Context: an optimization exercise on an open-source flow, tuned for small area, a short achievable clock period and few clock cycles per item. The choices shown serve that exercise and are no tape-out recipe. At most, simulation tests tie the RTL to the original design; equivalence was not proved.

== rev 12 ==
==> flow/design.v (excerpt) <==
module npu_requant #(
  localparam int M_LEN  = 32,
  localparam int S_LEN  = 32,
  localparam int SH_LEN = 5
) (
  input  logic              clk_i,
  input  logic              rstn_i,
  input  logic              clear_i,
  input  logic [M_LEN-1:0]  acc_i,
  input  logic [S_LEN-1:0]  mult_i,
  input  logic [SH_LEN-1:0] shift_i,
  input  logic              valid_i,
  output logic              ready_o,
  output logic [M_LEN-1:0]  data_o,
  output logic              valid_o,
  input  logic              ready_i
);
  localparam int L = 10;   
  logic en;
  assign en      = ready_i;
  assign ready_o = ready_i;
  logic [31:0]   accn1_q, mult1_q;   
  logic [4:0]    sh1_q, sh2_q;
  logic [63:L]   a2_q, b2_q;
  logic          cl2_q;
  logic [31:0]   data3_q;
  logic          v1_q, v2_q, v3_q;
  logic [31:0] pp [16];
  logic [15:0] ppn;
  logic [15:0] bneg, onen, twon;
  logic [32:0] sel [16];
  logic [31:1] oh;
  logic        negp, g;
  logic [63:0] ta, tb;
  always_comb begin
    for (int i = 0; i < 16; i++) begin
      logic y0, y1, y2;
      y0  = (i == 0) ? 1'b0 : mult1_q[2*i-1];
      y1  = mult1_q[2*i];
      y2  = mult1_q[2*i+1];
      onen[i] = ~(y1 ^ y0);
      twon[i] = ~((y2 & ~y1 & ~y0) | (~y2 & y1 & y0));
      bneg[i] = y2;
    end
    for (int s = 1; s < 32; s++) begin
      oh[s] = (sh1_q == 5'(s));
    end
  end
  assign negp = ~accn1_q[31] ^ mult1_q[31];
  assign g    = negp & (sh1_q != 5'd0);
  for (genvar i = 0; i < 16; i++) begin : g_row
    assign sel[i][0] = ~(onen[i] | accn1_q[0]);
    for (genvar j = 1; j < 33; j++) begin : g_bit
      rq_bsel u_sel (.x1n(accn1_q[(j < 32) ? j : 31]), .x2n(accn1_q[j-1]), .onen(onen[i]),
                     .twon(twon[i]), .s(sel[i][j]));
    end
    for (genvar j = 0; j < 32; j++) begin : g_neg
      rq_xor u_neg (.a(sel[i][j]), .b(bneg[i]), .y(pp[i][j]));
    end
    rq_xnor u_negn (.a(sel[i][32]), .b(bneg[i]), .y(ppn[i]));
  end
  logic t1, t2, t3, t4, t5, t6, t7, t8, t9, t10, t11, t12, t13, t14, t15, t16;
  logic t17, t18, t19, t20, t21, t22, t23, t24, t25, t26, t27, t28, t29, t30, t31, t32;
  logic t33, t34, t35, t36, t37, t38, t39, t40, t41, t42, t43, t44, t45, t46, t47, t48;
  ...
Size in the first run: roughly 220 flip-flops, about 110 I/O pins.
make LEC_CHECK=0 CAP_MARGIN=20 CORE_MARGIN=2 CORE_UTILIZATION=40 SETUP_SLACK_MARGIN=5 SLEW_MARGIN=20 SYNTH_HIERARCHICAL=1 SYNTH_MINIMUM_KEEP_SIZE=0 finish   # period 10.0 ns
run.sh (not shown) runs the stock make flow with config.mk's settings and CLKGATE_MAP_FILE= SYNTH_SCRIPT=/design/flow/synth_recipe.tcl, a recipe that flattens the netlist after the stock synthesis.
### rev 12 -> rev 13
--- a/flow/design.v
+++ b/flow/design.v
@@ -7,23 +7,23 @@
   input  logic              rstn_i,
   input  logic              clear_i,
   input  logic [M_LEN-1:0]  acc_i,
   input  logic [S_LEN-1:0]  mult_i,
   input  logic [SH_LEN-1:0] shift_i,
   input  logic              valid_i,
   output logic              ready_o,
   output logic [M_LEN-1:0]  data_o,
   output logic              valid_o,
   input  logic              ready_i
 );
-  localparam int L = 10;   
+  localparam int L = 16;   
   logic en;
   assign en      = ready_i;
   assign ready_o = ready_i;
   logic [31:0]   accn1_q, mult1_q;   
   logic [4:0]    sh1_q, sh2_q;
   logic [63:L]   a2_q, b2_q;
   logic          cl2_q;
   logic [31:0]   data3_q;
   logic          v1_q, v2_q, v3_q;
   logic [31:0] pp [16];
   logic [15:0] ppn;
[summary]
Taking rev 12 as the reference, in rev 13 cell area after synthesis fell 300 sq um; register-to-register slack rose 0.02 ns.
The number of clock buffers in the layout of rev 13 falls short of that of rev 12 by 4.
Compared with rev 12, in rev 13 overall die width went down 1.3 um, die extent in y lost 1.3 um, fraction of standard cell area in multi-input logic grew by 0.24 points.
Between rev 13 and rev 12, it is rev 13 whose share of final layout cell area taken by clock buffers and inverters is higher, by 0.43 points.
The final reports for rev 13 and rev 12 show length of routed met3 wiring lower in the former.
Going from rev 12 to rev 13, non-clock buffer count grew by a few percent.
Compared with rev 12, rev 13 shows share of synthesized cell area in and, or, nand and nor gates lower by 0.16 points.
Rev 12 → rev 13: worst stage delay on the critical path shows a reduction of 0.02 ns.
Testbench counts of rev 13, summed over its fixed seeds: cycles 8,012, items 8,000.
For rev 12, only the layout was checked, not whether the RTL still works.

==> static timing again, ports no longer ideal <==
In the flow no input, the clock included, has a driving cell. The finished layouts below were timed again as built, in two steps. Step 1 assumes that a clkbuf_16 drives the clock port and a buf_2 every other input. Step 2 adds t to the input delays and takes it off the output delays; t is the mean of the earliest and latest rising clock arrival at the registers after step 1. Input paths then give back, and output paths get back, about the clock's delay inside the block. a / b / c = ideal / step 1 / step 2; a / b = the first two.
run	t, ns	setup slack, ns	cell pins on the clock port's net
rev 12	0.668	5.050 / 5.050 / 5.050	1
rev 13	0.682	5.069 / 5.063 / 5.063	1
After both steps every run listed still meets setup and hold. The setup slack of rev 13, which loses most, moves by -0.006 ns with the drivers and by -0.006 ns with both steps.
